This is an optimization exercise on Yosys and OpenROAD, whose aim is small area, a short achievable clock period and few clock cycles per item, not a production implementation.
Only simulation tests tie the RTL to the original design; equivalence was not proved.
Power is estimated from default activity; no workload was simulated.

[flow/design.v]
package sht_pkg;
    localparam int ADDR_W       = 48;
    localparam int SEL_W        = 8;
    localparam int DEF_ENTRIES  = 16;
    localparam logic [2:0] OP_CREATE   = 3'd0;
    localparam logic [2:0] OP_GET_KEY  = 3'd1;
    localparam logic [2:0] OP_GET_ID   = 3'd2;
    localparam logic [2:0] OP_GET_ADDR = 3'd3;
    localparam logic [2:0] OP_UPDATE   = 3'd4;
    localparam logic [2:0] OP_READ     = 3'd5;
    localparam logic [1:0] ST_OK       = 2'd0;
    localparam logic [1:0] ST_MISS     = 2'd1;
    localparam logic [1:0] ST_CONFLICT = 2'd2;
    localparam logic [1:0] ST_RANGE    = 2'd3;
    localparam int RSP_W = 2 + 4 + 1 + 32 + 32 + ADDR_W + 32 + 5;
endpackage
import sht_pkg::*;
module sht_cell (
    input  logic              clk,
    input  logic              rst_n,
    input  logic              wkey_en,     
    input  logic [31:0]       wkey,
    input  logic              alloc,       
    input  logic              clear,       
    input  logic              upd,         
    input  logic [31:0]       wid,
    input  logic [ADDR_W-1:0] waddr,
    input  logic [31:0]       wsize,
    output logic              used,
    output logic              zd,
    output logic [31:0]       key,
    output logic [31:0]       id,
    output logic [ADDR_W-1:0] addr,
    output logic [31:0]       size
);
    always_ff @(posedge clk or negedge rst_n)
    begin
        if (!rst_n)
        begin
            used <= 1'b0;
            zd   <= 1'b1;
        end
        else
        begin
            if (alloc | clear)
                used <= alloc;
            if (upd | clear)
                zd <= !upd;
        end
    end
    always_ff @(posedge clk)
    begin
        if (wkey_en)
            key <= wkey;
        if (upd)
        begin
            id   <= wid;
            addr <= waddr;
            size <= wsize;
        end
    end
endmodule
import sht_pkg::*;
module segment_handle_table_core #(
    parameter int N = sht_pkg::DEF_ENTRIES
) (
    input  logic              clk,
    input  logic              rst_n,
    input  logic              req_valid,
    output logic              req_ready,
    input  logic [2:0]        req_opcode,
    input  logic              req_delete_after,
    input  logic [31:0]       req_lookup_value,
    input  logic [ADDR_W-1:0] req_address,
    input  logic [31:0]       req_new_segment_id,
    input  logic [31:0]       req_new_size,
    input  logic [SEL_W-1:0]  req_entry_select,
    output logic              rsp_valid,
    input  logic              rsp_ready,
    output logic [RSP_W-1:0]  rsp_data
);
    logic             ready_q;        
    logic             full_q;         
    logic             r2_v, r3_v;
    logic             adv;            
    logic             go;             
    assign adv       = !full_q;
    assign req_ready = ready_q;
    assign go        = r2_v && adv;
    logic              r2_lookup;     
    logic              r2_create;
    logic              r2_upd;        
    logic              r2_ur;         
    logic              r2_rng16;      
    logic              r2_del;
    logic [1:0]        r2_st_base;    
    logic [31:0]       r2_lv;
    logic [ADDR_W-1:0] r2_addr;
    logic [31:0]       r2_nid;
    logic [31:0]       r2_nsize;
    logic [N-1:0]      r2_take, r2_ms, r2_ma, r2_sel;
    logic [N-1:0]        e_used;
    logic [N-1:0]        e_zd;
    logic [N-1:0][31:0]  e_key;
    logic [N-1:0][31:0]  e_id;
    logic [N-1:0][ADDR_W-1:0] e_addr;
    logic [N-1:0][31:0]  e_size;
    logic [N-1:0]        w_key, w_alloc, w_clear, w_upd;
    for (genvar i = 0; i < N; i++)
    begin : g_e
        sht_cell u_cell (
            .clk     (clk),
            .rst_n   (rst_n),
            .wkey_en (w_key[i]),
            .wkey    (r2_lv),
            .alloc   (w_alloc[i]),
            .clear   (w_clear[i]),
            .upd     (w_upd[i]),
            .wid     (r2_nid),
            .waddr   (r2_addr),
            .wsize   (r2_nsize),
            .used    (e_used[i]),
            .zd      (e_zd[i]),
            .key     (e_key[i]),
            .id      (e_id[i]),
            .addr    (e_addr[i]),
            .size    (e_size[i])
        );
    end
    logic [N-1:0] sel_oh;
    logic         lv_nz, ad_nz, eqk, eqs, eqa, sel_rng, tk_k, tk_s, tk_a, tk_new;
    assign lv_nz   = (req_lookup_value != 32'd0);
    assign ad_nz   = (req_address != {ADDR_W{1'b0}});
    assign eqk     = lv_nz && (req_lookup_value == r2_lv);
    assign eqs     = lv_nz && (req_lookup_value == r2_nid);
    assign eqa     = ad_nz && (req_address == r2_addr);
    assign sel_rng = (req_entry_select >= SEL_W'(N));
    assign tk_k    = (req_opcode == OP_CREATE) || (req_opcode == OP_GET_KEY);
    assign tk_s    = (req_opcode == OP_GET_ID);
    assign tk_a    = (req_opcode == OP_GET_ADDR);
    assign tk_new  = (tk_k && eqk);
    logic [N-1:0] eq_k, eq_s, eq_a, en_k, en_s, en_a, ins_t, ins_s, ins_a, kill_sa;
    always_comb
    begin
        for (int i = 0; i < N; i++)
        begin
            eq_k[i]    = (e_key[i] == req_lookup_value);
            eq_s[i]    = (e_id[i] == req_lookup_value);
            eq_a[i]    = (e_addr[i] == req_address);
            sel_oh[i]  = (req_entry_select == SEL_W'(i));
            kill_sa[i] = w_clear[i] | w_upd[i];
            en_k[i]    = lv_nz && e_used[i] && !w_clear[i];
            en_s[i]    = lv_nz && !e_zd[i] && !kill_sa[i];
            en_a[i]    = ad_nz && !e_zd[i] && !kill_sa[i];
            ins_s[i]   = w_upd[i] && eqs;
            ins_a[i]   = w_upd[i] && eqa;
            ins_t[i]   = (w_alloc[i] && tk_new) || (tk_s && ins_s[i]) || (tk_a && ins_a[i]);
        end
    end
    always_ff @(posedge clk)
    begin
        if (adv)
        begin
            r2_lookup  <= !req_opcode[2];
            r2_create  <= (req_opcode == OP_CREATE);
            r2_upd     <= (req_opcode == OP_UPDATE) && !sel_rng;
            r2_ur      <= (req_opcode[2:1] == 2'b10) && !sel_rng;
            r2_rng16   <= (req_opcode[2:1] == 2'b10) && sel_rng;
            r2_st_base <= req_opcode[1] ? ST_MISS : (sel_rng ? ST_RANGE : ST_OK);
            r2_del     <= req_delete_after;
            r2_lv      <= req_lookup_value;
            r2_addr    <= req_address;
            r2_nid     <= req_new_segment_id;
            r2_nsize   <= req_new_size;
            r2_sel     <= sel_oh;
            r2_take    <= (eq_k & en_k & {N{tk_k}}) | (eq_s & en_s & {N{tk_s}})
                        | (eq_a & en_a & {N{tk_a}}) | ins_t;
            r2_ms      <= (eq_s & en_s) | ins_s;
            r2_ma      <= (eq_a & en_a) | ins_a;
        end
    end
    function automatic logic multi(input logic [N-1:0] v);
        logic [7:0] a1, t1;
        logic [3:0] a2, t2;
        logic [1:0] a3, t3;
        for (int i = 0; i < 8; i++)
        begin
            a1[i] = v[2*i] | v[2*i+1];
            t1[i] = v[2*i] & v[2*i+1];
        end
        for (int i = 0; i < 4; i++)
        begin
            a2[i] = a1[2*i] | a1[2*i+1];
            t2[i] = t1[2*i] | t1[2*i+1] | (a1[2*i] & a1[2*i+1]);
        end
        for (int i = 0; i < 2; i++)
        begin
            a3[i] = a2[2*i] | a2[2*i+1];
            t3[i] = t2[2*i] | t2[2*i+1] | (a2[2*i] & a2[2*i+1]);
        end
        multi = t3[0] | t3[1] | (a3[0] & a3[1]);
    endfunction
    logic         conflict, found, anyfree, ok_hit, ok_new, newslot;
    logic [N-1:0] ff, cand;
    logic [4:0]   cnt_q, cnt_next;
    logic         hit_used, cand_used, cand_zd, kshow, dshow, okidx;
    logic [3:0]   cand_idx;
    logic [1:0]   status;
    always_comb
    begin
        conflict = multi(r2_ms) | multi(r2_ma);
        found    = |r2_take;
        ff = '0;
        for (int i = N - 1; i >= 0; i--)
        begin
            if (!e_used[i])
                ff = N'(1) << i;
        end
        anyfree  = !(&e_used);
        newslot  = r2_create && !found && anyfree;
        ok_hit   = found && !conflict;
        ok_new   = newslot && !conflict;
        cand      = r2_take | (ff & {N{newslot}}) | (r2_sel & {N{r2_ur}});
        hit_used  = |(r2_take & e_used);
        cand_used = |(cand & e_used);
        cand_zd   = |(cand & e_zd);
        cand_idx  = '0;
        for (int i = 0; i < N; i++)
        begin
            if (cand[i])
                cand_idx = cand_idx | 4'(i);
        end
        okidx = r2_lookup ? ((found || newslot) && !conflict) : r2_ur;
        kshow = r2_lookup ? (!conflict && (found ? hit_used : newslot)) : (r2_ur && cand_used);
        dshow = r2_lookup ? (!conflict && (found || newslot) && !cand_zd) : (r2_upd || (r2_ur && !cand_zd));
        w_key    = ff & {N{adv}};
        w_alloc  = ff & {N{go && ok_new && !r2_del}};
        w_clear  = ((r2_take & {N{ok_hit}}) | (ff & {N{ok_new}})) & {N{go && r2_del}};
        w_upd    = r2_sel & {N{go && r2_upd}};
        cnt_next = cnt_q;
        if (ok_new && !r2_del)
            cnt_next = cnt_q + 5'd1;
        else if (ok_hit && r2_del && hit_used)
            cnt_next = cnt_q - 5'd1;
        if (r2_lookup)
            status = conflict ? ST_CONFLICT : ((found || newslot) ? ST_OK : ST_MISS);
        else
            status = r2_st_base;
    end
    logic [N-1:0] r3_sel;
    logic         r3_kshow, r3_dshow;
    logic [3:0]   r3_index;
    logic [1:0]   r3_status;
    logic         r3_rng16;
    logic [4:0]   r3_cnt;
    always_ff @(posedge clk)
    begin
        if (adv)
        begin
            r3_sel    <= cand;
            r3_kshow  <= kshow;
            r3_dshow  <= dshow;
            r3_index  <= cand_idx & {4{okidx}};
            r3_status <= status;
            r3_rng16  <= r2_rng16;
            r3_cnt    <= cnt_next;
        end
    end
    logic [N-1:0]      ksel, dsel;
    logic [31:0]       o_key, o_id, o_size;
    logic [ADDR_W-1:0] o_addr;
    always_comb
    begin
        ksel   = r3_sel & {N{r3_kshow}};
        dsel   = r3_sel & {N{r3_dshow}};
        o_key  = '0;
        o_id   = '0;
        o_addr = '0;
        o_size = '0;
        for (int i = 0; i < N; i++)
        begin
            o_key   = o_key  | (e_key[i]  & {32{ksel[i]}});
            o_id    = o_id   | (e_id[i]   & {32{dsel[i]}});
            o_addr  = o_addr | (e_addr[i] & {ADDR_W{dsel[i]}});
            o_size  = o_size | (e_size[i] & {32{dsel[i]}});
        end
        if (r3_rng16)
            o_size = 32'(N);
    end
    logic [RSP_W-1:0] res, out_q, skid_q;
    logic             out_v, push, pop;
    assign res  = {r3_status, r3_index, r3_kshow, o_key, o_id, o_addr, o_size, r3_cnt};
    assign push = r3_v && adv;
    assign pop  = out_v && rsp_ready;
    always_ff @(posedge clk)
    begin
        if (full_q ? pop : (push && (!out_v || rsp_ready)))
            out_q <= full_q ? skid_q : res;
        if (!full_q && push && out_v && !rsp_ready)
            skid_q <= res;
    end
    assign rsp_valid = out_v;
    assign rsp_data  = out_q;
    always_ff @(posedge clk or negedge rst_n)
    begin
        if (!rst_n)
        begin
            ready_q    <= 1'b0;
            full_q     <= 1'b0;
            out_v      <= 1'b0;
            r2_v       <= 1'b0;
            r3_v       <= 1'b0;
            cnt_q      <= 5'd0;
        end
        else
        begin
            full_q  <= full_q ? !pop : (push && out_v && !rsp_ready);
            ready_q <= full_q ? pop : !(push && out_v && !rsp_ready);
            out_v   <= full_q || push || (out_v && !rsp_ready);
            if (adv)
            begin
                r2_v <= req_valid && ready_q;
                r3_v <= r2_v;
            end
            if (go)
                cnt_q <= cnt_next;
        end
    end
endmodule
import sht_pkg::*;
module sht_top (
    input  logic        clk,
    input  logic        rst_n,
    input  logic        req_valid,
    output logic        req_ready,
    input  logic [2:0]  req_opcode,
    input  logic        req_delete_after,
    input  logic [31:0] req_lookup_value,
    input  logic [47:0] req_address,
    input  logic [31:0] req_new_segment_id,
    input  logic [31:0] req_new_size,
    input  logic [7:0]  req_entry_select,
    output logic        rsp_valid,
    input  logic        rsp_ready,
    output logic [1:0]  rsp_status,
    output logic [3:0]  rsp_hit_index,
    output logic        rsp_hit_in_use,
    output logic [31:0] rsp_hit_key,
    output logic [31:0] rsp_hit_segment_id,
    output logic [47:0] rsp_hit_address,
    output logic [31:0] rsp_hit_size,
    output logic [4:0]  rsp_used_count
);
    segment_handle_table_core #(
        .N (DEF_ENTRIES)
    ) u_core (
        .clk                (clk),
        .rst_n              (rst_n),
        .req_valid          (req_valid),
        .req_ready          (req_ready),
        .req_opcode         (req_opcode),
        .req_delete_after   (req_delete_after),
        .req_lookup_value   (req_lookup_value),
        .req_address        (req_address),
        .req_new_segment_id (req_new_segment_id),
        .req_new_size       (req_new_size),
        .req_entry_select   (req_entry_select),
        .rsp_valid          (rsp_valid),
        .rsp_ready          (rsp_ready),
        .rsp_data           ({rsp_status, rsp_hit_index, rsp_hit_in_use, rsp_hit_key,
                              rsp_hit_segment_id, rsp_hit_address, rsp_hit_size,
                              rsp_used_count})
    );
endmodule
[flow/run.sh]
#!/bin/bash
# synth_recipe.tcl (not shown) runs the flow's synth.tcl, then flattens the netlist and writes it again
# the make line also repeats each setting of config.mk as NAME=value (left out here)
make -C /OpenROAD-flow-scripts/flow DESIGN_CONFIG=/design/flow/config.mk WORK_HOME=/design/flow/orfs CLKGATE_MAP_FILE= SYNTH_SCRIPT=/design/flow/synth_recipe.tcl finish
[flow/config.mk]
export PLATFORM = sky130hd
export DESIGN_NAME = sht_top
export DESIGN_NICKNAME = sht_top
export VERILOG_FILES = /design/flow/design.v
export SDC_FILE = /design/flow/constraint.sdc
export NUM_CORES = 4
export LEC_CHECK = 0
export CAP_MARGIN = 20
export CORE_MARGIN = 2
export CORE_UTILIZATION = 50
export SETUP_SLACK_MARGIN = 4.7
export SLEW_MARGIN = 20
[flow/constraint.sdc]
create_clock -name core_clock -period 8.0 [get_ports {clk}]
set_input_delay 1.6000 -clock core_clock [delete_from_list [all_inputs] [get_ports {clk}]]
set_output_delay 1.6000 -clock core_clock [all_outputs]
set_load 0.01 [all_outputs]
==> results.py, run 1 <==
metrics = {
    "power": {
        "p_clk_share_pct": 29.6,
        "internal_power_uw": 32700,
        "vdd_ir_drop_max_mv": 0.322,
        "power_frac_comb_pct": 27.9,
        "powerDensity_mw_per_mm2": 324,
        "switching_share_pct": 34.9,
        "switching_power_uw": 17600,
        "finalPower_uw": 50200,
        "leakagePower_uw": 0.0513,
        "pwr-share-seq_pct": 42.6,
    },
    "outcome": {
        "failed_checks": "max-capacitance violations",
        "run_status": "finished with violations",
    },
    "yosys": {
        "ys_seq_area_share_pct": 68.6,
        "synthArstFlopShare_pct": 1.45,
        "synth_compound_area_share_pct": 9.84,
        "synth_fa_ha_area_share_pct": 0.0197,
        "ys_ff_latch": 2904,
        "synth-main-ff-cell": "edfxtp_1",
        "synthMuxAreaShare_pct": 1.41,
        "synth-simple-area-share_pct": 5.35,
        "syn_avg_cell_area_um2": 15.5,
        "synth_top_area_share_pct": 67.8,
        "synth_xor_xnor_area_share_pct": 12.6,
        "yosysTopAreaCell": "edfxtp_1",
        "synth_area_leaders": "edfxtp_1 (68%), xor2_1 (7.8%), xnor2_1 (4.8%)",
        "synth_top_family_by_area": "XOR/XNOR gates",
        "synth-edff-count": 2862,
        "ys_warn_count": 2,
        "synth.cell_area_mm2": 0.127,
        "syn-num-nets": 8344,
        "syn_inst": 8182,
        "synthDistinctLibCells": 81,
    },
    "hold_path": {
        "hold_path_end": "u_core.skid_q[153]",
        "holdPathStages": 0,
        "hp-class": "flip-flop to flip-flop",
        "min_from": "u_core.r3_index[3]",
    },
    "clock_tree": {
        "clock_latency_ns": 1.04,
        "root_buffer": "clkbuf_16",
        "cts_max_path_buffers": 4,
        "cts_tree": "built",
        "cts_hold_buf": 0,
        "path_clk_slew_ns": 0.06,
        "cts_buffers": 324,
        "htreeDepth": 5,
        "numClockSinks": 2904,
    },
    "route": {
        "wire_per_inst_um": 52.8,
        "drc": 0,
        "num_vias": 94600,
        "ant_nets": 0,
        "first_pass_iters": 7,
        "vias_per_cell": 7.48,
        "drt_iter0_drc": 19500,
        "drt_wl_total_um": 668000,
    },
    "sta": {
        "setup_violations": 0,
        "setup_tns_ns": 0,
        "fmax_mhz": 267,
        "clock_skew_ns": 0.0897,
        "fin_crit_ns": 3.75,
        "fin_crit_sh_pct": 46.8,
        "worst_pin_slew_ns": 1.48,
        "drv_slew": 0,
        "finalHoldViolations": 0,
        "relSlewSlack_pct": 0.488,
        "rsz0062_at_grt": "yes",
    },
    "final_layout": {
        "final_core_util_pct": 61.5,
        "drive_gt1_share_pct": 21.4,
        "fillers": 18700,
        "final_common_cell": "edfxtp_1",
        "final_cell_mix": "edfxtp_1 (2,862), xor2_1 (1,061), xnor2_1 (605), a22o_1 (564), buf_4 (551)",
        "nets": 9193,
        "syn2layout_area_growth_pct": 22.1,
    },
    "worst_setup_path": {
        "r2r_end": "u_core.out_q[84]",
        "critPathLaunchType": "primary input",
        "cp.required_ns": 8.82,
        "reg2reg_depth": 9,
        "crit_buf_inv": 4,
        "setup.worst_path.class": "primary input to flip-flop",
        "cp_top_family": "simple AND/OR/NAND/NOR gates",
        "critPathSlowestCell": "nor4_4",
        "worst_ep_arrival_time_ns": 4.57,
        "critPathMaxStageDelay_ns": 0.61,
        "worstPathMaxFanout": 7,
        "crit_path_cell_trace": "buf_12 > buf_12 > buf_4 > xor2_1 > nor4_2 > nand4_1 > nor4_4 > buf_4 > a22oi_2 > or4_1 > nand4_1",
        "regToRegStartpoint": "u_core.r3_dshow",
        "reg2reg_slack_ns": 4.43,
        "crit_start": "req_address[6]",
        "crit_path_end_kind": "flip-flop",
    },
    "floorplan": {
        "die_h_um": 508,
        "initial_core_util_pct": 50.3,
        "dieArea_mm2": 0.258,
        "rows": 184,
        "coreArea_mm2": 0.252,
        "die_w_um": 508,
        "io_pins": 318,
    },
    "global_route": {
        "grt_pass1_vias": 86800,
        "grt_max_degree": 123,
        "grt_usage_pct": 50.8,
        "antenna_found_initial": 51,
        "grt_pass1_wl_um": 858000,
        "grt_overflow_total": 0,
    },
    "placement": {
        "routabilityCongestion": 1.13,
        "hpwl_um": 448000,
        "io_buffers": 317,
    },
    "flow_run": {
        "drv_cap": 1,
    },
}
[synthesized netlist by cell type (97+ instances only)]
master       n
a22oi_1     99
xnor2_1    697
edfxtp_1  2862
mux2_2     158
a22o_1     564
nor4_1     381
nor2_1      97
nand4_1    384
buf_1      105
a221oi_1   566
inv_1      100
xor2_1    1133
clkbuf_1   282
buf_2      159
[area by class of cell]
cell class,instances,area [µm²],share of cell area [%]
flip-flops and latches,2904,87000,56.2
multi-input cells,4625,41700,26.9
repair buffers,1067,11200,7.21
clock buffers,399,8510,5.50
well taps,3348,4190,2.70
clock inverters,162,1650,1.07
inverters,102,513,0.331
diodes,44,110,0.0711
repair inverters,7,41.3,0.0267
[flip-flops by register name (all words and copies together), names as in the netlist, 16 cells and up]
name / cells
u_core.r3_sel: 16
u_core.r2_lv: 32
u_core.g_e.u_cell.size: 512
u_core.g_e.u_cell.zd: 16
u_core.r2_nid: 32
u_core.r2_addr: 48
u_core.r2_nsize: 32
u_core.r2_sel: 16
u_core.g_e.u_cell.addr: 768
u_core.r2_take: 16
u_core.r2_ms: 16
u_core.r2_ma: 16
u_core.skid_q: 156
u_core.g_e.u_cell.key: 512
u_core.g_e.u_cell.id: 512
u_core.g_e.u_cell.used: 16
u_core.out_q: 156
[routing by layer]
metal	up-vias	track usage (%)	wire (µm)
met2	10100	73.8	284000
li1	34400	-	-
met3	2722	15.2	88400
met5	-	0.148	97
met4	14	49.3	84100
met1	47400	59.7	211000
[power groups by stage]
stage | logic (µW) | clock network (µW) | registers [µW]
floorplan | 5600 | 0 | 21300
detailed placement | 12500 | 0 | 21600
global route | 13800 | 15300 | 21500
CTS | 13100 | 14700 | 21300
finish | 14000 | 14800 | 21400
global placement | 12400 | 0 | 21500
[logic make-up after synthesis]
kind of cell	after synthesis
AO/OA/AOI/OAI	1486
XOR/XNOR	1830
adder cells (fa/ha/maj)	2
buffers and inverters	654
flip-flops	2904
multiplexers	159
AND/OR/NAND/NOR	1147
[worst max-delay path by stage]
stage,end,slack [ns],depth (start not counted)
4_1_cts,u_core.r2_take[0],4.39,6
3_5_place_dp,u_core.r2_take[12],1.68,10
2_1_floorplan,u_core.skid_q[0],2.28,1
3_3_place_gp,u_core.r2_take[12],1.75,10
6_report,u_core.r2_take[11],4.25,11
5_1_grt,u_core.r2_take[12],4.38,11
[through the flow]
step / setup WS [ns] / instances / hold WS [ns] / area, µm²
CTS: 4.39 / 12500 / 0.438 / 152000
global placement: 1.75 / 11600 / 0.407 / 135000
global route: 4.38 / 12600 / 0.452 / 155000
finish: 4.25 / 12700 / 0.445 / 155000
floorplan: 2.28 / 8182 / 0.400 / 128000
detailed placement: 1.68 / 11600 / 0.408 / 135000
[what timing repair did]
action	CTS	global route
gates cloned	23	6
endpoints found under the setup margin	1748	228
gates resized for setup	1216	269
pin swaps	149	104
buffers inserted	275	125
Testbench counts, summed over its fixed seeds: cycles 3,224, items 3,200.
==> run 2: changes to the inputs <==
--- a/flow/design.v
+++ b/flow/design.v
@@ -91,2 +91,5 @@
     logic              r2_create;
+    logic              r2_tk_k;       
+    logic              r2_tk_s;       
+    logic              r2_tk_a;       
     logic              r2_upd;        
@@ -100,3 +103,3 @@
     logic [31:0]       r2_nsize;
-    logic [N-1:0]      r2_take, r2_ms, r2_ma, r2_sel;
+    logic [N-1:0]      r2_mk, r2_ms, r2_ma, r2_sel;
     logic [N-1:0]        e_used;
@@ -130,3 +133,3 @@
     logic [N-1:0] sel_oh;
-    logic         lv_nz, ad_nz, eqk, eqs, eqa, sel_rng, tk_k, tk_s, tk_a, tk_new;
+    logic         lv_nz, ad_nz, eqk, eqs, eqa, sel_rng, tk_k, tk_s, tk_a;
     assign lv_nz   = (req_lookup_value != 32'd0);
@@ -140,4 +143,3 @@
     assign tk_a    = (req_opcode == OP_GET_ADDR);
-    assign tk_new  = (tk_k && eqk);
-    logic [N-1:0] eq_k, eq_s, eq_a, en_k, en_s, en_a, ins_t, ins_s, ins_a, kill_sa;
+    logic [N-1:0] eq_k, eq_s, eq_a, en_k, en_s, en_a, ins_k, ins_s, ins_a, kill_sa;
     always_comb
@@ -156,3 +158,3 @@
             ins_a[i]   = w_upd[i] && eqa;
-            ins_t[i]   = (w_alloc[i] && tk_new) || (tk_s && ins_s[i]) || (tk_a && ins_a[i]);
+            ins_k[i]   = w_alloc[i] && eqk;
         end
@@ -165,2 +167,5 @@
             r2_create  <= (req_opcode == OP_CREATE);
+            r2_tk_k    <= tk_k;
+            r2_tk_s    <= tk_s;
+            r2_tk_a    <= tk_a;
             r2_upd     <= (req_opcode == OP_UPDATE) && !sel_rng;
@@ -175,4 +180,3 @@
             r2_sel     <= sel_oh;
-            r2_take    <= (eq_k & en_k & {N{tk_k}}) | (eq_s & en_s & {N{tk_s}})
-                        | (eq_a & en_a & {N{tk_a}}) | ins_t;
+            r2_mk      <= (eq_k & en_k) | ins_k;
             r2_ms      <= (eq_s & en_s) | ins_s;
@@ -203,3 +207,3 @@
     logic         conflict, found, anyfree, ok_hit, ok_new, newslot;
-    logic [N-1:0] ff, cand;
+    logic [N-1:0] ff, cand, take;
     logic [4:0]   cnt_q, cnt_next;
@@ -211,3 +215,4 @@
         conflict = multi(r2_ms) | multi(r2_ma);
-        found    = |r2_take;
+        take     = (r2_mk & {N{r2_tk_k}}) | (r2_ms & {N{r2_tk_s}}) | (r2_ma & {N{r2_tk_a}});
+        found    = (r2_tk_k && (|r2_mk)) || (r2_tk_s && (|r2_ms)) || (r2_tk_a && (|r2_ma));
         ff = '0;
@@ -222,4 +227,4 @@
         ok_new   = newslot && !conflict;
-        cand      = r2_take | (ff & {N{newslot}}) | (r2_sel & {N{r2_ur}});
-        hit_used  = |(r2_take & e_used);
+        cand      = take | (ff & {N{newslot}}) | (r2_sel & {N{r2_ur}});
+        hit_used  = |(take & e_used);
         cand_used = |(cand & e_used);
@@ -237,3 +242,3 @@
         w_alloc  = ff & {N{go && ok_new && !r2_del}};
-        w_clear  = ((r2_take & {N{ok_hit}}) | (ff & {N{ok_new}})) & {N{go && r2_del}};
+        w_clear  = ((take & {N{ok_hit}}) | (ff & {N{ok_new}})) & {N{go && r2_del}};
         w_upd    = r2_sel & {N{go && r2_upd}};
--- a/flow/config.mk
+++ b/flow/config.mk
@@ -10,2 +10,4 @@
 export CORE_UTILIZATION = 50
+export CTS_CLUSTER_DIAMETER = 100
+export CTS_CLUSTER_SIZE = 20
 export SETUP_SLACK_MARGIN = 4.7
==> run 2 against run 1 <==
Compared with the run above:
- combinational power about the same
- via count down 5.1%
- clock skew decreased by 0.0083 ns
- non-clock buffer count is 252 lower
- sequential power about the same
- now clean on timing, DRC and antenna
- clock power fell by 37%
- area after synthesis down 0.19%
- wire length shrank 7.8%
==> results.py, run 2 <==
metrics = {
    "yosys": {
        "ys_warn_count": 2,
        "ys_ff_latch": 2907,
        "yosys-top-cells-count": "edfxtp_1 (2,865), xor2_1 (1,256), xnor2_1 (609)",
        "syn_inst": 8156,
        "synth.cell_area_mm2": 0.127,
        "syn_avg_cell_area_um2": 15.5,
        "synthDistinctLibCells": 64,
        "synth_most_common_cell": "edfxtp_1",
        "synth-edff-count": 2865,
        "synth_top_area_share_pct": 68.0,
        "yosysTopAreaCell": "edfxtp_1",
        "synthArstFlopShare_pct": 1.44,
        "syn-num-nets": 8318,
        "ys_seq_area_share_pct": 68.8,
        "synth-main-ff-cell": "edfxtp_1",
        "synth_area_leaders": "edfxtp_1 (68%), xor2_1 (8.7%), xnor2_1 (4.2%)",
    },
    "floorplan": {
        "io_pins": 318,
        "dieArea_mm2": 0.257,
        "die_h_um": 507,
        "rows": 184,
        "initial_core_util_pct": 50.3,
        "die_w_um": 507,
        "coreArea_mm2": 0.252,
    },
    "global_route": {
        "antenna_found_initial": 60,
        "grt_pass1_wl_um": 793000,
        "grt_usage_pct": 46.5,
        "grt_pass1_vias": 81500,
        "grt_max_degree": 118,
        "grt_overflow_total": 0,
    },
    "final_layout": {
        "final_common_cell": "edfxtp_1",
        "drive_gt1_share_pct": 14.7,
        "nets": 8745,
        "seq_area_mm2": 0.0871,
        "top_register": "u_core.g_e.u_cell.addr",
        "final_core_util_pct": 57.3,
        "largest_register_ffs": 768,
        "final_cell_mix": "edfxtp_1 (2,865), xor2_1 (1,235), xnor2_1 (582), a22o_1 (553), a221oi_1 (553)",
        "syn2layout_area_growth_pct": 13.8,
        "multi_input_area_mm2": 0.0397,
        "fillers": 19600,
    },
    "worst_setup_path": {
        "critPathSlowestCell": "a221oi_2",
        "reg2reg_depth": 9,
        "regToRegStartpoint": "u_core.r3_dshow",
        "reg2reg_slack_ns": 4.41,
        "cp.required_ns": 8.62,
        "setup.worst_path.class": "flip-flop to flip-flop",
        "critPathMaxStageDelay_ns": 0.43,
        "critPathLaunchType": "flip-flop",
        "worstPathMaxFanout": 57,
        "worst_ep_arrival_time_ns": 4.22,
        "crit_path_cell_trace": "buf_12 > buf_4 > and2_4 > buf_12 > a22o_1 > a221oi_2 > nand4_1 > buf_4 > mux2_2",
        "crit_path_end_kind": "flip-flop",
        "r2r_end": "u_core.out_q[113]",
    },
    "placement": {
        "hpwl_um": 419000,
        "io_buffers": 317,
        "routabilityCongestion": 1.13,
    },
    "sta": {
        "relSlewSlack_pct": 11.7,
        "setup_violations": 0,
        "drv_slew": 0,
        "rsz0062_at_grt": "yes",
        "fin_crit_sh_pct": 44.9,
        "fin_crit_ns": 3.59,
        "setup_tns_ns": 0,
        "worst_pin_slew_ns": 1.32,
        "fmax_mhz": 278,
        "finalHoldViolations": 0,
        "clock_skew_ns": 0.0814,
    },
    "hold_path": {
        "hold_path_end": "u_core.r3_rng16",
        "min_from": "u_core.r2_rng16",
        "holdPathStages": 0,
        "hp-class": "flip-flop to flip-flop",
    },
    "power": {
        "vdd_ir_drop_max_mv": 0.249,
        "powerDensity_mw_per_mm2": 308,
        "leakagePower_uw": 0.0464,
    },
    "route": {
        "drc": 0,
        "first_pass_iters": 10,
        "vias_per_cell": 7.48,
        "drt_iter0_drc": 19500,
        "num_vias": 89800,
        "wire_per_inst_um": 51.3,
        "drt_wl_total_um": 616000,
        "ant_nets": 0,
    },
    "clock_tree": {
        "cts_buffers": 168,
        "cts_max_path_buffers": 3,
        "clock_latency_ns": 0.93,
        "htreeDepth": 4,
        "cts_tree": "built",
        "root_buffer": "clkbuf_16",
        "numClockSinks": 2907,
        "path_clk_slew_ns": 0.09,
    },
    "outcome": {
        "run_status": "timing/DRC/antenna clean",
    },
    "flow_run": {
        "drv_cap": 0,
    },
}
## run 2: kinds of logic (layout without fill, tap and decap cells)
family	count (synthesis)	count (layout)	synth area share (%)
buffers and inverters	646	1107	1.92
multiplexers	157	157	1.40
AO/OA/AOI/OAI	1455	1455	9.66
flip-flops	2907	2907	68.8
other	0	30	0
adder cells (fa/ha/maj)	2	2	0.0198
XOR/XNOR	1865	1865	12.9
AND/OR/NAND/NOR	1124	1129	5.28
## run 2: worst max-delay path: cells and delay by family, from the launching register on
kind            cells  cell delay [ns]
flops               1             0.42
buf+inv             4             0.85
compound gates      2             0.85
mux                 1             0.29
simple gates        2             0.50
## run 2: layout make-up
class / count / area share, %
Sequential cell: 2907 / 60.5
Timing Repair Buffer: 815 / 5.42
Antenna cell: 30 / 0.0521
Inverter: 83 / 0.270
Clock inverter: 28 / 0.404
Tap cell: 3348 / 2.91
Clock buffer: 181 / 2.97
Multi-Input combinational cell: 4608 / 27.5
## run 2: worst max-delay path by stage
stage / end / cells past startpoint / startpoint / slack (ns)
floorplan: u_core.skid_q[0] / 1 / rsp_ready / 2.28
global placement: u_core.r2_ma[5] / 6 / req_address[30] / 1.99
detailed placement: u_core.r2_mk[1] / 8 / req_lookup_value[18] / 2.09
CTS: u_core.r2_mk[10] / 8 / req_lookup_value[1] / 4.39
global route: u_core.r2_ma[11] / 11 / u_core.r2_ms[8] / 4.61
finish: u_core.out_q[113] / 9 / u_core.r3_dshow / 4.41
## run 2: timing repair
item                                    CTS  global route
resized for setup                       593           180
hold buffers                              0             0
pin swaps                                86            54
endpoints found under the setup margin  899           138
cloned                                    8            11
buffers inserted                         89            70
## run 2: power breakdown
| group | switching [µW] | total (µW) | internal (µW) | leakage (µW) |
|---|---|---|---|---|
| sequential | 1550 | 21300 | 19800 | 0.0268 |
| combinational | 9610 | 13800 | 4200 | 0.0173 |
| clock | 5300 | 9270 | 3970 | 0.00234 |
## run 2: through the flow
stage / setup WS (ns) / instances / cell area, µm² / hold WS, ns / power (µW)
2_1_floorplan: 2.28 / 8156 / 127000 / 0.400 / 26900
3_3_place_gp: 1.99 / 11600 / 135000 / 0.402 / 34100
3_5_place_dp: 2.09 / 11600 / 135000 / 0.407 / 34200
4_1_cts: 4.39 / 11900 / 142000 / 0.428 / 43500
5_1_grt: 4.61 / 12000 / 144000 / 0.463 / 44800
6_report: 4.41 / 12000 / 144000 / 0.426 / 44400
## run 2: per-layer routing
metal	GRT usage [%]	up-vias	wire length, µm
li1	-	33200	-
met1	61.1	46000	218000
met2	65.8	8701	254000
met3	16.5	1829	91200
met4	29.4	66	51900
met5	0.333	-	635
Testbench counts of run 2, summed over its fixed seeds: cycles 3,224, items 3,200.
==> run 3: changes to the inputs <==
--- a/flow/config.mk
+++ b/flow/config.mk
@@ -7,3 +7,3 @@
 export LEC_CHECK = 0
-export CAP_MARGIN = 20
+export CAP_MARGIN = 30
 export CORE_MARGIN = 2
@@ -11,3 +11,4 @@
 export CTS_CLUSTER_DIAMETER = 100
-export CTS_CLUSTER_SIZE = 20
+export CTS_CLUSTER_SIZE = 25
+export PLACE_DENSITY = 0.72
 export SETUP_SLACK_MARGIN = 4.7
==> run 3 against run 2 <==
Compared with the run above:
- cell area rose by 0.62%
- core utilization rose by 0.35 points
- first-iteration DRC count rose by 2.9%
- clock power fell by 4.9%
- combinational power rose by 4%
- global-route usage rose by 2.5 points
- clock-buffer cell count fell by 29
- synthesized cell count did not move
==> results.py, run 3 <==
metrics = {
    "flow_run": {
        "drv_cap": 0,
    },
    "placement": {
        "place_ws_ns": 2.40,
        "place_area_mm2": 0.135,
        "io_buffers": 317,
        "routabilityCongestion": 1.13,
        "hpwl_um": 443000,
    },
    "clock_tree": {
        "htreeDepth": 4,
        "path_clk_slew_ns": 0.11,
        "cts_max_path_buffers": 3,
        "clock_latency_ns": 0.93,
        "cts_buffers": 144,
        "cts_tree": "built",
        "numClockSinks": 2907,
        "cts_hold_buf": 0,
        "root_buffer": "clkbuf_16",
    },
    "yosys": {
        "syn-num-nets": 8318,
        "synth-edff-count": 2865,
        "synth_top_area_share_pct": 68.0,
        "synth_area_leaders": "edfxtp_1 (68%), xor2_1 (8.7%), xnor2_1 (4.2%)",
        "synth-main-ff-cell": "edfxtp_1",
        "synthMuxAreaShare_pct": 1.40,
        "yosysTopAreaCell": "edfxtp_1",
        "synth_top_family_by_area": "XOR/XNOR gates",
        "synth_xor_xnor_area_share_pct": 12.9,
        "ys_warn_count": 2,
        "ys_ff_latch": 2907,
        "synthDistinctLibCells": 64,
        "syn_avg_cell_area_um2": 15.5,
        "synth-simple-area-share_pct": 5.28,
        "synth.cell_area_mm2": 0.127,
        "synth_most_common_cell": "edfxtp_1",
        "synthArstFlopShare_pct": 1.44,
        "ys_seq_area_share_pct": 68.8,
        "synth_fa_ha_area_share_pct": 0.0198,
        "synth_compound_area_share_pct": 9.66,
        "syn_inst": 8156,
        "yosys-top-cells-count": "edfxtp_1 (2,865), xor2_1 (1,256), xnor2_1 (609)",
    },
    "worst_setup_path": {
        "crit_path_end_kind": "flip-flop",
        "critPathLaunchType": "primary input",
        "worst_ep_arrival_time_ns": 4.40,
        "worstPathMaxFanout": 14,
        "setup.worst_path.class": "primary input to flip-flop",
        "cp.required_ns": 8.77,
        "reg2reg_depth": 6,
    },
    "outcome": {
        "run_status": "timing/DRC/antenna clean",
    },
    "final_layout": {
        "fillers": 19600,
        "final_cell_mix": "edfxtp_1 (2,865), xor2_1 (1,234), xnor2_1 (594), a22o_1 (552), a221oi_1 (538)",
        "final_common_cell": "edfxtp_1",
        "nets": 8830,
        "drive_gt1_share_pct": 16.1,
        "top_register": "u_core.g_e.u_cell.addr",
        "largest_register_ffs": 768,
        "final_area_mm2": 0.145,
        "syn2layout_area_growth_pct": 14.5,
    },
    "route": {
        "first_pass_iters": 7,
        "wire_per_inst_um": 53.5,
        "ant_nets": 0,
        "num_vias": 92700,
        "vias_per_cell": 7.64,
        "drt_wl_total_um": 649000,
        "drc": 0,
        "drt_iter0_drc": 20000,
    },
    "sta": {
        "setup_violations": 0,
        "worst_pin_slew_ns": 1.26,
        "holdWs_ns": 0.436,
        "clock_skew_ns": 0.103,
        "rsz0062_at_grt": "yes",
        "fin_crit_sh_pct": 45.3,
        "fin_ws_ns": 4.38,
        "setup_tns_ns": 0,
        "fin_crit_ns": 3.62,
        "fmax_mhz": 276,
        "relSlewSlack_pct": 15.1,
        "finalHoldViolations": 0,
        "drv_slew": 0,
    },
    "floorplan": {
        "initial_core_util_pct": 50.3,
        "die_w_um": 507,
        "coreArea_mm2": 0.252,
        "rows": 184,
        "io_pins": 318,
        "die_h_um": 507,
        "dieArea_mm2": 0.257,
    },
    "power": {
        "switching_share_pct": 38.0,
        "leakagePower_uw": 0.0467,
        "powerDensity_mw_per_mm2": 307,
        "vdd_ir_drop_max_mv": 0.240,
        "switching_power_uw": 16900,
        "power_frac_comb_pct": 32.2,
        "p_clk_share_pct": 19.8,
        "internal_power_uw": 27600,
        "pwr-share-seq_pct": 48.0,
    },
    "global_route": {
        "grt_max_degree": 115,
        "grt_overflow_total": 0,
        "top_usage_layer": "met2",
        "antenna_found_initial": 63,
        "use_met3_pct": 18.4,
        "grt_pass1_wl_um": 829000,
        "use_met2_pct": 68.7,
        "grt_use_met1_pct": 63.3,
        "grt_usage_pct": 49.0,
        "grt_pass1_vias": 83200,
    },
    "hold_path": {
        "holdPathStages": 0,
        "hp-class": "flip-flop to flip-flop",
    },
}
-- run 3: per-stage QoR --
step           util (%)  power, µW  instances
2_1_floorplan         -      26900       8156
3_3_place_gp       53.6      34300      11600
3_5_place_dp       53.8      34400      11600
4_1_cts            56.8      43400      12000
5_1_grt            57.6      44800      12100
6_report           57.6      44500      12100
-- run 3: metal layers --
metal | share of wire (%) | wire length (µm)
met5 | 0.16 | 1050
met4 | 9.0 | 58500
met3 | 16 | 101000
met2 | 41 | 265000
met1 | 34 | 223000
-- run 3: path summary, 6_finish.rpt --
path,start,slack [ns],end
max,req_address[4],4.38,u_core.r2_ma[0]
min reg2reg,u_core.r2_rng16,0.44,u_core.r3_rng16
max in group asynchronous,rst_n,6.71,u_core.g_e[0].u_cell.used
min in group asynchronous,rst_n,0.78,u_core.cnt_q[3]
max reg2reg,u_core.r3_dshow,4.46,u_core.out_q[48]
min,u_core.r2_rng16,0.44,u_core.r3_rng16
-- run 3: area by class of cell --
| cell class | instances | area, µm² | share of cell area (%) |
|---|---|---|---|
| antenna | 59 | 148 | 0.102 |
| tap | 3348 | 4190 | 2.89 |
| multi-input combinational | 4609 | 39900 | 27.5 |
| clock buffer | 152 | 3630 | 2.51 |
| clock inverter | 42 | 757 | 0.522 |
| inverter | 83 | 367 | 0.253 |
| timing repair buffer | 923 | 8900 | 6.14 |
| sequential | 2907 | 87100 | 60.1 |
-- run 3: power by group through the flow --
stage / Combinational, µW / Clock, µW / Sequential [µW]
detailed placement: 12800 / 0 / 21700
global placement: 12700 / 0 / 21600
CTS: 13400 / 8740 / 21300
floorplan: 5570 / 0 / 21300
global route: 14200 / 9210 / 21500
finish: 14300 / 8820 / 21400
-- run 3: logic make-up (layout without fill, tap and decap cells) --
kind of cell	count (synthesis)	in the layout
flip-flops	2907	2907
AND/OR/NAND/NOR	1124	1130
other	0	59
multiplexers	157	157
adder cells (fa/ha/maj)	2	2
buffers and inverters	646	1200
XOR/XNOR	1865	1865
AO/OA/AOI/OAI	1455	1455
-- run 3: critical path, cell delays in order --
cell     delay [ns]
buf_2          0.45
buf_6          0.38
xor2_1         0.35
nor3_2         0.29
nand4_1        0.35
nor4_4         0.57
buf_4          0.22
a32o_1         0.16
-- run 3: timing repair --
| action | in CTS | in global routing |
|---|---|---|
| hold endpoints to repair | 0 | 0 |
| setup buffers | 143 | 70 |
| gates resized for setup | 619 | 250 |
| gates cloned | 12 | 7 |
| setup endpoints to repair | 861 | 240 |
| pin swaps | 95 | 83 |
==> run 4: changes to the inputs <==
--- a/flow/design.v
+++ b/flow/design.v
@@ -86,2 +86,4 @@
     logic             go;             
+    logic             go_q;           
+    logic             full_next, r2_v_next;
     assign adv       = !full_q;
@@ -240,6 +242,6 @@
         dshow = r2_lookup ? (!conflict && (found || newslot) && !cand_zd) : (r2_upd || (r2_ur && !cand_zd));
-        w_key    = ff & {N{adv}};
-        w_alloc  = ff & {N{go && ok_new && !r2_del}};
-        w_clear  = ((take & {N{ok_hit}}) | (ff & {N{ok_new}})) & {N{go && r2_del}};
-        w_upd    = r2_sel & {N{go && r2_upd}};
+        w_key    = ff & {N{go_q}};
+        w_alloc  = ff & {N{go_q && ok_new && !r2_del}};
+        w_clear  = ((take & {N{ok_hit}}) | (ff & {N{ok_new}})) & {N{go_q && r2_del}};
+        w_upd    = r2_sel & {N{go_q && r2_upd}};
         cnt_next = cnt_q;
@@ -254,4 +256,4 @@
     end
-    logic [N-1:0] r3_sel;
-    logic         r3_kshow, r3_dshow;
+    logic [N-1:0] r3_ksel, r3_dsel;   
+    logic         r3_kshow;
     logic [3:0]   r3_index;
@@ -264,5 +266,5 @@
         begin
-            r3_sel    <= cand;
+            r3_ksel   <= cand & {N{kshow}};
+            r3_dsel   <= cand & {N{dshow}};
             r3_kshow  <= kshow;
-            r3_dshow  <= dshow;
             r3_index  <= cand_idx & {4{okidx}};
@@ -273,3 +275,2 @@
     end
-    logic [N-1:0]      ksel, dsel;
     logic [31:0]       o_key, o_id, o_size;
@@ -278,4 +279,2 @@
     begin
-        ksel   = r3_sel & {N{r3_kshow}};
-        dsel   = r3_sel & {N{r3_dshow}};
         o_key  = '0;
@@ -286,6 +285,6 @@
         begin
-            o_key   = o_key  | (e_key[i]  & {32{ksel[i]}});
-            o_id    = o_id   | (e_id[i]   & {32{dsel[i]}});
-            o_addr  = o_addr | (e_addr[i] & {ADDR_W{dsel[i]}});
-            o_size  = o_size | (e_size[i] & {32{dsel[i]}});
+            o_key   = o_key  | (e_key[i]  & {32{r3_ksel[i]}});
+            o_id    = o_id   | (e_id[i]   & {32{r3_dsel[i]}});
+            o_addr  = o_addr | (e_addr[i] & {ADDR_W{r3_dsel[i]}});
+            o_size  = o_size | (e_size[i] & {32{r3_dsel[i]}});
         end
@@ -306,2 +305,4 @@
     end
+    assign full_next = full_q ? !pop : (push && out_v && !rsp_ready);
+    assign r2_v_next = adv ? (req_valid && ready_q) : r2_v;
     assign rsp_valid = out_v;
@@ -314,2 +315,3 @@
             full_q     <= 1'b0;
+            go_q       <= 1'b0;
             out_v      <= 1'b0;
@@ -321,10 +323,9 @@
         begin
-            full_q  <= full_q ? !pop : (push && out_v && !rsp_ready);
+            full_q  <= full_next;
+            go_q    <= r2_v_next && !full_next;
             ready_q <= full_q ? pop : !(push && out_v && !rsp_ready);
             out_v   <= full_q || push || (out_v && !rsp_ready);
+            r2_v <= r2_v_next;
             if (adv)
-            begin
-                r2_v <= req_valid && ready_q;
                 r3_v <= r2_v;
-            end
             if (go)
==> run 4 against run 3 <==
Compared with the run above:
- clock-buffer cell count up 16
- clock skew shrank 0.026 ns
- sequential power barely moved
- worst setup slack better by 0.048 ns
- area after synthesis increased by 0.38%
- die area is 0.37% higher
- cell area rose by 1.2%
- cell count up 0.78%
- total power grew 1.0%
- wire length shrank 1.9%
- critical path depth rose by 1
- core utilization grew 0.27 points
==> results.py, run 4 <==
metrics = {
    "sta": {
        "finalHoldViolations": 0,
        "fin_crit_sh_pct": 44.7,
        "clock_skew_ns": 0.0770,
        "rsz0062_at_grt": "yes",
        "fmax_mhz": 280,
        "drv_slew": 0,
        "setup_tns_ns": 0,
        "setup_violations": 0,
        "holdWs_ns": 0.439,
        "worst_pin_slew_ns": 1.30,
        "fin_crit_ns": 3.57,
        "relSlewSlack_pct": 13.2,
    },
    "yosys": {
        "synthDistinctLibCells": 78,
        "synth_most_common_cell": "edfxtp_1",
        "syn-num-nets": 8376,
        "syn_avg_cell_area_um2": 15.5,
        "synth_top_area_share_pct": 68.1,
        "ys_warn_count": 2,
        "ys_seq_area_share_pct": 68.9,
        "yosys-top-cells-count": "edfxtp_1 (2,880), xnor2_1 (1,327), nand4_1 (533)",
        "synth_area_leaders": "edfxtp_1 (68%), xnor2_1 (9.1%), xor2_1 (3.7%)",
        "synthArstFlopShare_pct": 1.47,
        "ys_ff_latch": 2923,
        "syn_inst": 8214,
        "synth.cell_area_mm2": 0.127,
        "synth-edff-count": 2880,
        "synth-main-ff-cell": "edfxtp_1",
        "yosysTopAreaCell": "edfxtp_1",
    },
    "final_layout": {
        "final_common_cell": "edfxtp_1",
        "multi_input_area_mm2": 0.0404,
        "syn2layout_area_growth_pct": 15.5,
        "top_register": "u_core.g_e.u_cell.addr",
        "final_cell_mix": "edfxtp_1 (2,880), xnor2_1 (1,202), nand4_1 (533), a221oi_1 (522), xor2_1 (512)",
        "fillers": 19700,
        "seq_area_mm2": 0.0876,
        "largest_register_ffs": 768,
        "drive_gt1_share_pct": 16.1,
        "nets": 8912,
    },
    "floorplan": {
        "dieArea_mm2": 0.258,
        "die_w_um": 508,
        "io_pins": 318,
        "rows": 185,
        "initial_core_util_pct": 50.1,
        "die_h_um": 508,
        "coreArea_mm2": 0.253,
    },
    "clock_tree": {
        "cts_max_path_buffers": 3,
        "root_buffer": "clkbuf_16",
        "cts_buffers": 146,
        "cts_tree": "built",
        "clock_latency_ns": 0.89,
        "htreeDepth": 4,
        "path_clk_slew_ns": 0.12,
        "cts_hold_buf": 0,
        "numClockSinks": 2923,
    },
    "global_route": {
        "grt_max_degree": 101,
        "grt_usage_pct": 48.1,
        "antenna_found_initial": 52,
        "grt_pass1_wl_um": 818000,
        "grt_pass1_vias": 82900,
        "grt_overflow_total": 0,
    },
    "hold_path": {
        "hp-class": "flip-flop to flip-flop",
    },
    "worst_setup_path": {
        "worstPathMaxFanout": 10,
        "critPathLaunchType": "primary input",
        "crit_path_end_kind": "flip-flop",
        "setup.worst_path.class": "primary input to flip-flop",
        "cp.required_ns": 8.70,
        "worst_ep_arrival_time_ns": 4.28,
    },
    "route": {
        "drt_iter0_drc": 19800,
        "drt_wl_total_um": 636000,
        "ant_nets": 0,
        "wire_per_inst_um": 52.1,
        "first_pass_iters": 7,
        "drc": 0,
        "num_vias": 92000,
        "vias_per_cell": 7.53,
    },
    "power": {
        "powerDensity_mw_per_mm2": 307,
        "leakagePower_uw": 0.0458,
        "vdd_ir_drop_max_mv": 0.347,
        "finalPower_uw": 45000,
    },
    "placement": {
        "hpwl_um": 433000,
        "io_buffers": 317,
        "routabilityCongestion": 1.14,
    },
    "flow_run": {
        "drv_cap": 0,
    },
    "outcome": {
        "run_status": "timing/DRC/antenna clean",
    },
}
-- run 4: power by group --
part / switching [µW] / internal (µW)
Sequential: 1700 / 19500
Clock: 5380 / 3570
Combinational: 10500 / 4340
Total: 17600 / 27400
-- run 4: kinds of logic (layout without fill, tap and decap cells) --
kind of cell             after synthesis  count (layout)  synth area share (%)
adder cells (fa/ha/maj)                2               2                0.0197
AO/OA/AOI/OAI                       1469            1469                  9.62
AND/OR/NAND/NOR                     1209            1210                  5.52
XOR/XNOR                            1859            1859                  12.8
other                                  0              24                     0
buffers and inverters                612            1224                  1.85
flip-flops                          2923            2923                  68.9
multiplexers                         140             140                  1.24
-- run 4: per-layer routing --
metal / part of all wire (%) / track usage, % / wire length (µm)
met1: 35 / 63.7 / 225000
met2: 40 / 66.1 / 256000
met3: 16 / 18.6 / 101000
met4: 8.4 / 30.0 / 53600
met5: 0.13 / 0.907 / 816
-- run 4: worst paths after layout --
check | start | end | slack, ns | cells after the start
setup / recovery | req_lookup_value[9] | u_core.r2_ms[0] | 4.43 | 9
hold / removal | u_core.r2_rng16 | u_core.r3_rng16 | 0.44 | 0
setup reg to reg | u_core.r3_dsel[8] | u_core.out_q[97] | 4.45 | 6
hold reg to reg | u_core.r2_rng16 | u_core.r3_rng16 | 0.44 | 0
max in group asynchronous | rst_n | u_core.g_e[0].u_cell.used | 6.60 | 2
min in group asynchronous | rst_n | u_core.out_v | 0.84 | 2
-- run 4: worst max-delay path, cell delays in order --
cell and delay, ns:
buf_4 0.18, buf_12 0.18, buf_16 0.17, xnor2_1 0.52, nand4_1 0.20, nor4_2 0.29, buf_4 0.18, nand4_1 0.56
o22ai_1 0.34
-- run 4: repair_timing --
item / CTS / global route
resized for setup: 863 / 188
endpoints found under the setup margin: 1840 / 404
pin swaps: 109 / 94
cloned: 12 / 6
setup buffers: 162 / 61
-- run 4: final cells by class --
| class | instances | share of cell area (%) |
|---|---|---|
| Inverter | 83 | 0.370 |
| Sequential cell | 2923 | 59.7 |
| Timing Repair inverter | 2 | 0.0119 |
| Multi-Input combinational cell | 4680 | 27.6 |
| Clock inverter | 57 | 0.523 |
| Antenna cell | 24 | 0.0409 |
| Timing Repair Buffer | 914 | 6.38 |
| Clock buffer | 168 | 2.55 |
| Tap cell | 3366 | 2.87 |
-- run 4: per-stage QoR --
| stage | utilization (%) | instance area [µm²] | setup WS [ns] | instances |
|---|---|---|---|---|
| 4_1_cts | 57.2 | 145000 | 4.14 | 12100 |
| 2_1_floorplan | - | 127000 | 1.87 | 8214 |
| 6_report | 57.9 | 147000 | 4.43 | 12200 |
| 5_1_grt | 57.9 | 147000 | 4.57 | 12200 |
| 3_5_place_dp | 53.6 | 136000 | 2.38 | 11700 |
| 3_3_place_gp | 53.4 | 135000 | 1.94 | 11700 |
Testbench counts of run 4, summed over its fixed seeds: cycles 3,224, items 3,200.
==> run 5: changes to the inputs <==
--- a/flow/design.v
+++ b/flow/design.v
@@ -81,4 +81,3 @@
 );
-    logic             ready_q;        
-    logic             full_q;         
+    logic             out_v;          
     logic             r2_v, r3_v;
@@ -86,6 +85,4 @@
     logic             go;             
-    logic             go_q;           
-    logic             full_next, r2_v_next;
-    assign adv       = !full_q;
-    assign req_ready = ready_q;
+    assign adv       = !out_v || rsp_ready;
+    assign req_ready = adv;
     assign go        = r2_v && adv;
@@ -242,6 +239,6 @@
         dshow = r2_lookup ? (!conflict && (found || newslot) && !cand_zd) : (r2_upd || (r2_ur && !cand_zd));
-        w_key    = ff & {N{go_q}};
-        w_alloc  = ff & {N{go_q && ok_new && !r2_del}};
-        w_clear  = ((take & {N{ok_hit}}) | (ff & {N{ok_new}})) & {N{go_q && r2_del}};
-        w_upd    = r2_sel & {N{go_q && r2_upd}};
+        w_key    = ff & {N{go}};
+        w_alloc  = ff & {N{go && ok_new && !r2_del}};
+        w_clear  = ((take & {N{ok_hit}}) | (ff & {N{ok_new}})) & {N{go && r2_del}};
+        w_upd    = r2_sel & {N{go && r2_upd}};
         cnt_next = cnt_q;
@@ -293,16 +290,9 @@
     end
-    logic [RSP_W-1:0] res, out_q, skid_q;
-    logic             out_v, push, pop;
-    assign res  = {r3_status, r3_index, r3_kshow, o_key, o_id, o_addr, o_size, r3_cnt};
-    assign push = r3_v && adv;
-    assign pop  = out_v && rsp_ready;
+    logic [RSP_W-1:0] res, out_q;
+    assign res = {r3_status, r3_index, r3_kshow, o_key, o_id, o_addr, o_size, r3_cnt};
     always_ff @(posedge clk)
     begin
-        if (full_q ? pop : (push && (!out_v || rsp_ready)))
-            out_q <= full_q ? skid_q : res;
-        if (!full_q && push && out_v && !rsp_ready)
-            skid_q <= res;
+        if (adv && r3_v)
+            out_q <= res;
     end
-    assign full_next = full_q ? !pop : (push && out_v && !rsp_ready);
-    assign r2_v_next = adv ? (req_valid && ready_q) : r2_v;
     assign rsp_valid = out_v;
@@ -313,5 +303,2 @@
         begin
-            ready_q    <= 1'b0;
-            full_q     <= 1'b0;
-            go_q       <= 1'b0;
             out_v      <= 1'b0;
@@ -323,9 +310,8 @@
         begin
-            full_q  <= full_next;
-            go_q    <= r2_v_next && !full_next;
-            ready_q <= full_q ? pop : !(push && out_v && !rsp_ready);
-            out_v   <= full_q || push || (out_v && !rsp_ready);
-            r2_v <= r2_v_next;
             if (adv)
-                r3_v <= r2_v;
+            begin
+                out_v <= r3_v;
+                r3_v  <= r2_v;
+                r2_v  <= req_valid;
+            end
             if (go)
==> run 5 against run 4 <==
Compared with the run above:
- largest power group unchanged
- first-iteration DRC count about the same
- cell area down 5.7%
- cell count down 5.2%
- non-clock buffer count down 35
==> results.py, run 5 <==
metrics = {
    "outcome": {
        "run_status": "timing/DRC/antenna clean",
    },
    "global_route": {
        "grt_usage_pct": 48.4,
        "antenna_found_initial": 61,
        "grt_overflow_total": 0,
        "grt_pass1_vias": 78900,
        "grt_pass1_wl_um": 780000,
        "grt_max_degree": 117,
    },
    "sta": {
        "worst_pin_slew_ns": 1.34,
        "holdWs_ns": 0.410,
        "rsz0062_at_grt": "yes",
        "fmax_mhz": 269,
        "setup_violations": 0,
        "drv_slew": 0,
        "setup_tns_ns": 0,
        "relSlewSlack_pct": 10.4,
        "clock_skew_ns": 0.0473,
        "fin_crit_ns": 3.71,
        "finalHoldViolations": 0,
        "fin_crit_sh_pct": 46.4,
    },
    "yosys": {
        "synth-main-ff-cell": "edfxtp_1",
        "synth_top_family_by_area": "XOR/XNOR gates",
        "yosys-top-cells-count": "edfxtp_1 (2,724), xnor2_1 (1,223), xor2_1 (620)",
        "synthDistinctLibCells": 82,
        "synthArstFlopShare_pct": 1.45,
        "syn_avg_cell_area_um2": 15.4,
        "synth-edff-count": 2724,
        "ys_seq_area_share_pct": 68.8,
        "synth_area_leaders": "edfxtp_1 (68%), xnor2_1 (8.9%), xor2_1 (4.5%)",
        "syn_inst": 7820,
        "ys_warn_count": 2,
        "ys_ff_latch": 2764,
        "synth_xor_xnor_area_share_pct": 13.4,
        "synth-simple-area-share_pct": 5.53,
        "synth_most_common_cell": "edfxtp_1",
        "synth.cell_area_mm2": 0.120,
        "yosysTopAreaCell": "edfxtp_1",
        "synth_fa_ha_area_share_pct": 0.0208,
        "synth_top_area_share_pct": 67.9,
        "synthMuxAreaShare_pct": 0.0260,
        "synth_compound_area_share_pct": 10.3,
        "syn-num-nets": 7982,
    },
    "final_layout": {
        "largest_register_ffs": 768,
        "fillers": 18800,
        "final_common_cell": "edfxtp_1",
        "syn2layout_area_growth_pct": 14.8,
        "top_register": "u_core.g_e.u_cell.addr",
        "drive_gt1_share_pct": 15.0,
        "nets": 8494,
        "final_cells": 11600,
        "final_cell_mix": "edfxtp_1 (2,724), xnor2_1 (1,130), xor2_1 (594), a221oi_1 (564), a22o_1 (555)",
    },
    "route": {
        "drt_iter0_drc": 19800,
        "drc": 0,
        "top_layer": "met5",
        "drt_wl_total_um": 608000,
        "num_vias": 88300,
        "wl_met3_um": 108000,
        "ant_nets": 0,
        "wl_met2_um": 239000,
        "wire_per_inst_um": 52.5,
        "drt-met1-wl_um": 222000,
        "vias_per_cell": 7.63,
        "first_pass_iters": 8,
    },
    "hold_path": {
        "hold_path_end": "u_core.out_q[154]",
        "min_from": "u_core.r3_status[0]",
        "hp-class": "flip-flop to flip-flop",
        "holdPathStages": 0,
    },
    "clock_tree": {
        "cts_hold_buf": 0,
        "cts_buffers": 136,
        "cts_tree": "built",
        "path_clk_slew_ns": 0.10,
        "root_buffer": "clkbuf_16",
        "htreeDepth": 4,
        "numClockSinks": 2764,
        "cts_max_path_buffers": 3,
        "clock_latency_ns": 0.89,
    },
    "worst_setup_path": {
        "critPathSlowestCell": "nand2b_4",
        "setup.worst_path.class": "primary input to output port",
        "cp.required_ns": 6.40,
        "worstPathMaxFanout": 4,
        "crit_path_end_kind": "output port",
        "reg2reg_depth": 5,
        "critPathLaunchType": "primary input",
        "crit_path_cell_trace": "buf_6 > nand2b_4 > buf_12",
        "worst_ep_arrival_time_ns": 2.11,
        "regToRegStartpoint": "u_core.r3_dsel[0]",
        "critPathMaxStageDelay_ns": 0.21,
        "r2r_end": "u_core.out_q[106]",
        "reg2reg_slack_ns": 4.52,
    },
    "power": {
        "leakagePower_uw": 0.0434,
        "vdd_ir_drop_max_mv": 0.217,
        "powerDensity_mw_per_mm2": 241,
    },
    "placement": {
        "dp_cells": 11100,
        "io_buffers": 317,
        "routabilityCongestion": 1.14,
        "hpwl_um": 410000,
    },
    "floorplan": {
        "io_pins": 318,
        "coreArea_mm2": 0.240,
        "dieArea_mm2": 0.245,
        "die_h_um": 495,
        "initial_core_util_pct": 50.2,
        "rows": 180,
        "die_w_um": 495,
    },
    "flow_run": {
        "drv_cap": 0,
    },
}
==> run 5: changes by cell type in the layout (fill, tap and decap cells not counted), moves of 50 or more <==
cell	before	now
mux2_2	138	1
xor2_1	512	594
edfxtp_1	2880	2724
xnor2_1	1202	1130
a22oi_1	158	82
nand4_1	533	483
nand2_1	111	59
==> run 5: worst max-delay path by stage <==
stage | start | end | slack [ns] | cells after the start
6_report | rsp_ready | req_ready | 4.29 | 3
5_1_grt | rsp_ready | req_ready | 4.30 | 3
4_1_cts | rsp_ready | req_ready | 4.29 | 3
3_5_place_dp | req_address[30] | u_core.r2_ma[9] | 2.35 | 8
3_3_place_gp | req_address[3] | u_core.r2_ma[9] | 2.04 | 7
2_1_floorplan | rsp_ready | u_core.r2_ma[1] | 2.30 | 9
==> run 5: worst max-delay path: cells and delay by family <==
family | cells | cell delay (ns)
buffers and inverters | 2 | 0.29
and+or+nand+nor | 1 | 0.21
==> run 5: kinds of logic after synthesis <==
group,Yosys count
buffers and inverters,609
AO/OA/AOI/OAI,1471
flip-flops,2764
multiplexers,3
adder cells (fa/ha/maj),2
AND/OR/NAND/NOR,1128
XOR/XNOR,1843
==> run 5: through the flow <==
step | area (µm²) | worst slack [ns] | total power [µW] | utilization, %
2_1_floorplan | 121000 | 2.30 | 20900 | -
3_3_place_gp | 128000 | 2.04 | 24500 | 53.5
3_5_place_dp | 129000 | 2.35 | 24600 | 53.6
4_1_cts | 136000 | 4.29 | 32700 | 56.8
5_1_grt | 138000 | 4.30 | 33600 | 57.6
6_report | 138000 | 4.29 | 33300 | 57.6
==> run 5: repair_timing <==
action / in CTS / in global routing
pin swaps: 64 / 77
endpoints found under the setup margin: 2171 / 225
cloned: 15 / 3
resized for setup: 743 / 211
buffers inserted: 126 / 77
==> run 5: layout make-up <==
type                    count  area, µm²  share of cell area [%]
diodes                     18       45.0                  0.0326
clock buffers             146       3450                    2.49
clock inverters            43        671                   0.485
inverters                  99        458                   0.331
multi-input cells        4449      38200                    27.6
flip-flops and latches   2764      82800                    59.9
well taps                3185       3990                    2.88
repair buffers            879       8680                    6.27
repair inverters            3       15.0                  0.0109
==> run 5: per-layer routing <==
| layer | global-route usage [%] | up-vias |
|---|---|---|
| met2 | 64.6 | 9421 |
| li1 | - | 32100 |
| met1 | 66.5 | 45200 |
| met5 | 1.39 | - |
| met3 | 22.6 | 1569 |
| met4 | 22.3 | 70 |
==> run 5: where the power goes <==
| group | switching (µW) | internal [µW] | total, µW |
|---|---|---|---|
| clock | 4970 | 3370 | 8330 |
| sequential | 886 | 17000 | 17900 |
| combinational | 5060 | 2010 | 7070 |
| total | 10900 | 22400 | 33300 |
Testbench counts of run 5, summed over its fixed seeds: cycles 3,224, items 3,200.
==> run 6: changes to the inputs <==
--- a/flow/config.mk
+++ b/flow/config.mk
@@ -7,3 +7,3 @@
 export LEC_CHECK = 0
-export CAP_MARGIN = 30
+export CAP_MARGIN = 20
 export CORE_MARGIN = 2
@@ -11,4 +11,3 @@
 export CTS_CLUSTER_DIAMETER = 100
-export CTS_CLUSTER_SIZE = 25
-export PLACE_DENSITY = 0.72
+export CTS_CLUSTER_SIZE = 20
 export SETUP_SLACK_MARGIN = 4.7
==> run 6 against run 5 <==
Compared with the run above:
- total power grew 1.4%
- sequential share of layout area is essentially flat
- clock power grew 6.5%
- wire length shrank 1.3%
- cell area is essentially flat
- largest cell class unchanged
- highest routed layer unchanged
==> results.py, run 6 <==
metrics = {
    "floorplan": {
        "coreArea_mm2": 0.240,
        "die_w_um": 495,
        "die_h_um": 495,
        "io_pins": 318,
        "initial_core_util_pct": 50.2,
    },
    "sta": {
        "fin_crit_sh_pct": 46.5,
        "setup_tns_ns": 0,
        "relSlewSlack_pct": 9.00,
        "rsz0062_at_grt": "yes",
        "setup_violations": 0,
        "fmax_mhz": 269,
        "worst_pin_slew_ns": 1.36,
        "fin_crit_ns": 3.72,
        "drv_slew": 0,
        "finalHoldViolations": 0,
        "fin_ws_ns": 4.28,
    },
    "final_layout": {
        "top_register": "u_core.g_e.u_cell.addr",
        "final_cell_mix": "edfxtp_1 (2,724), xnor2_1 (1,134), xor2_1 (597), a221oi_1 (566), a22o_1 (555)",
        "nets": 8450,
        "drive_gt1_share_pct": 13.9,
        "final_common_cell": "edfxtp_1",
    },
    "clock_tree": {
        "cts_tree": "built",
        "cts_hold_buf": 0,
        "cts_buffers": 160,
        "root_buffer": "clkbuf_16",
        "cts_max_path_buffers": 3,
        "numClockSinks": 2764,
        "htreeDepth": 4,
    },
    "power": {
        "powerDensity_mw_per_mm2": 244,
        "vdd_ir_drop_max_mv": 0.233,
        "leakagePower_uw": 0.0431,
    },
    "global_route": {
        "grt_usage_pct": 47.9,
        "grt_max_degree": 92,
        "grt_pass1_wl_um": 773000,
        "antenna_found_initial": 65,
        "grt_pass1_vias": 79000,
    },
    "route": {
        "num_vias": 88300,
        "ant_nets": 0,
        "first_pass_iters": 9,
        "drt_iter0_drc": 19100,
        "drc": 0,
        "drt_wl_total_um": 600000,
        "wire_per_inst_um": 51.9,
    },
    "worst_setup_path": {
        "regToRegStartpoint": "u_core.r3_dsel[11]",
        "crit_path_end_kind": "output port",
        "worst_ep_arrival_time_ns": 2.12,
        "critPathLaunchType": "primary input",
        "cp.required_ns": 6.40,
        "reg2reg_slack_ns": 4.52,
        "worstPathMaxFanout": 3,
        "setup.worst_path.class": "primary input to output port",
        "crit_start": "rsp_ready",
    },
    "yosys": {
        "synthArstFlopShare_pct": 1.45,
        "synth_area_leaders": "edfxtp_1 (68%), xnor2_1 (8.9%), xor2_1 (4.5%)",
        "syn-num-nets": 7982,
        "ys_warn_count": 2,
        "synth-main-ff-cell": "edfxtp_1",
        "ys_ff_latch": 2764,
        "synth-edff-count": 2724,
        "synth_most_common_cell": "edfxtp_1",
        "ys_seq_area_share_pct": 68.8,
        "yosysTopAreaCell": "edfxtp_1",
        "synth.cell_area_mm2": 0.120,
        "synthDistinctLibCells": 82,
        "yosys-top-cells-count": "edfxtp_1 (2,724), xnor2_1 (1,223), xor2_1 (620)",
        "syn_avg_cell_area_um2": 15.4,
    },
    "flow_run": {
        "drv_cap": 0,
    },
    "outcome": {
        "run_status": "timing/DRC/antenna clean",
    },
    "placement": {
        "io_buffers": 317,
        "routabilityCongestion": 1.19,
    },
    "hold_path": {
        "hp-class": "flip-flop to flip-flop",
    },
}
-- run 6: cell count changes in the layout (fill, tap and decap cells not counted), sizes merged, moves of 3 or more --
cell	change
dlygate4sd2	+10
inv	-7
bufinv	-3
buf	-77
clkbuf	+36
clkinvlp	-5
diode	+14
clkinv	-4
-- run 6: power by group --
group	switching, µW	internal [µW]	total, µW
clock	5090	3780	8870
sequential	857	17000	17900
combinational	5030	2010	7040
total	11000	22800	33800
-- run 6: cell families (layout without fill, tap and decap cells) --
logic type | after synthesis | count (layout) | share of synthesized area (%)
multiplexers | 3 | 3 | 0.0260
AND/OR/NAND/NOR | 1128 | 1131 | 5.53
AO/OA/AOI/OAI | 1471 | 1471 | 10.3
other | 0 | 32 | 0
buffers and inverters | 609 | 1118 | 2.00
flip-flops | 2764 | 2764 | 68.8
XOR/XNOR | 1843 | 1843 | 13.4
adder cells (fa/ha/maj) | 2 | 2 | 0.0208
-- run 6: worst paths after layout --
path / endpoint / cells after the start
setup / recovery: req_ready / 3
hold / removal: u_core.out_q[2] / 0
setup reg to reg: u_core.out_q[23] / 5
hold reg to reg: u_core.out_q[2] / 0
max in group asynchronous: u_core.g_e[0].u_cell.used / 2
min in group asynchronous: u_core.r2_v / 2
-- run 6: per-stage QoR --
step	cells	cell area (µm²)	util (%)	hold WS, ns	total power (µW)
after floorplan	7820	121000	-	0.400	20900
after global placement	11100	128000	53.5	0.403	24500
after detailed placement	11100	128000	53.5	0.408	24500
after CTS	11500	137000	57.0	0.413	33200
after global routing	11500	138000	57.6	0.426	34100
final	11500	138000	57.6	0.401	33800
-- run 6: timing repair --
item                        CTS  global route
pin swaps                    79            51
gates cloned                 14             6
setup endpoints to repair  2779           283
resized for setup           749           173
buffers inserted            132            52
-- run 6: metal layers --
metal	GRT usage (%)	vias to the layer above	wire, µm
met5	1.53	-	1790
met3	23.6	1582	106000
met4	20.8	90	35200
met1	64.9	45400	217000
li1	-	32000	-
met2	64.6	9241	239000
-- run 6: critical path, stage by stage --
cell      delay (ns)
buf_8           0.09
nand2b_4        0.21
buf_12          0.19
-- run 6: area by class of cell --
| cell class | instances | area (µm²) |
|---|---|---|
| Fill cell | 19000 | 102000 |
| Sequential cell | 2764 | 82800 |
| Multi-Input combinational cell | 4450 | 38100 |
| Timing Repair Buffer | 811 | 8200 |
| Clock buffer | 181 | 4100 |
| Tap cell | 3185 | 3990 |
| Clock inverter | 25 | 537 |
| Inverter | 99 | 447 |
| Antenna cell | 32 | 80.1 |
| Timing Repair inverter | 2 | 15.0 |

Re-timed with assumed drivers on the ports (clkbuf_16 on the clock, buf_2 on other inputs), run 6 has 4.237 ns of setup slack against 4.278 ns with ideal ports, and 3.540 ns once port delays also move by the mid clock arrival of 0.994 ns.
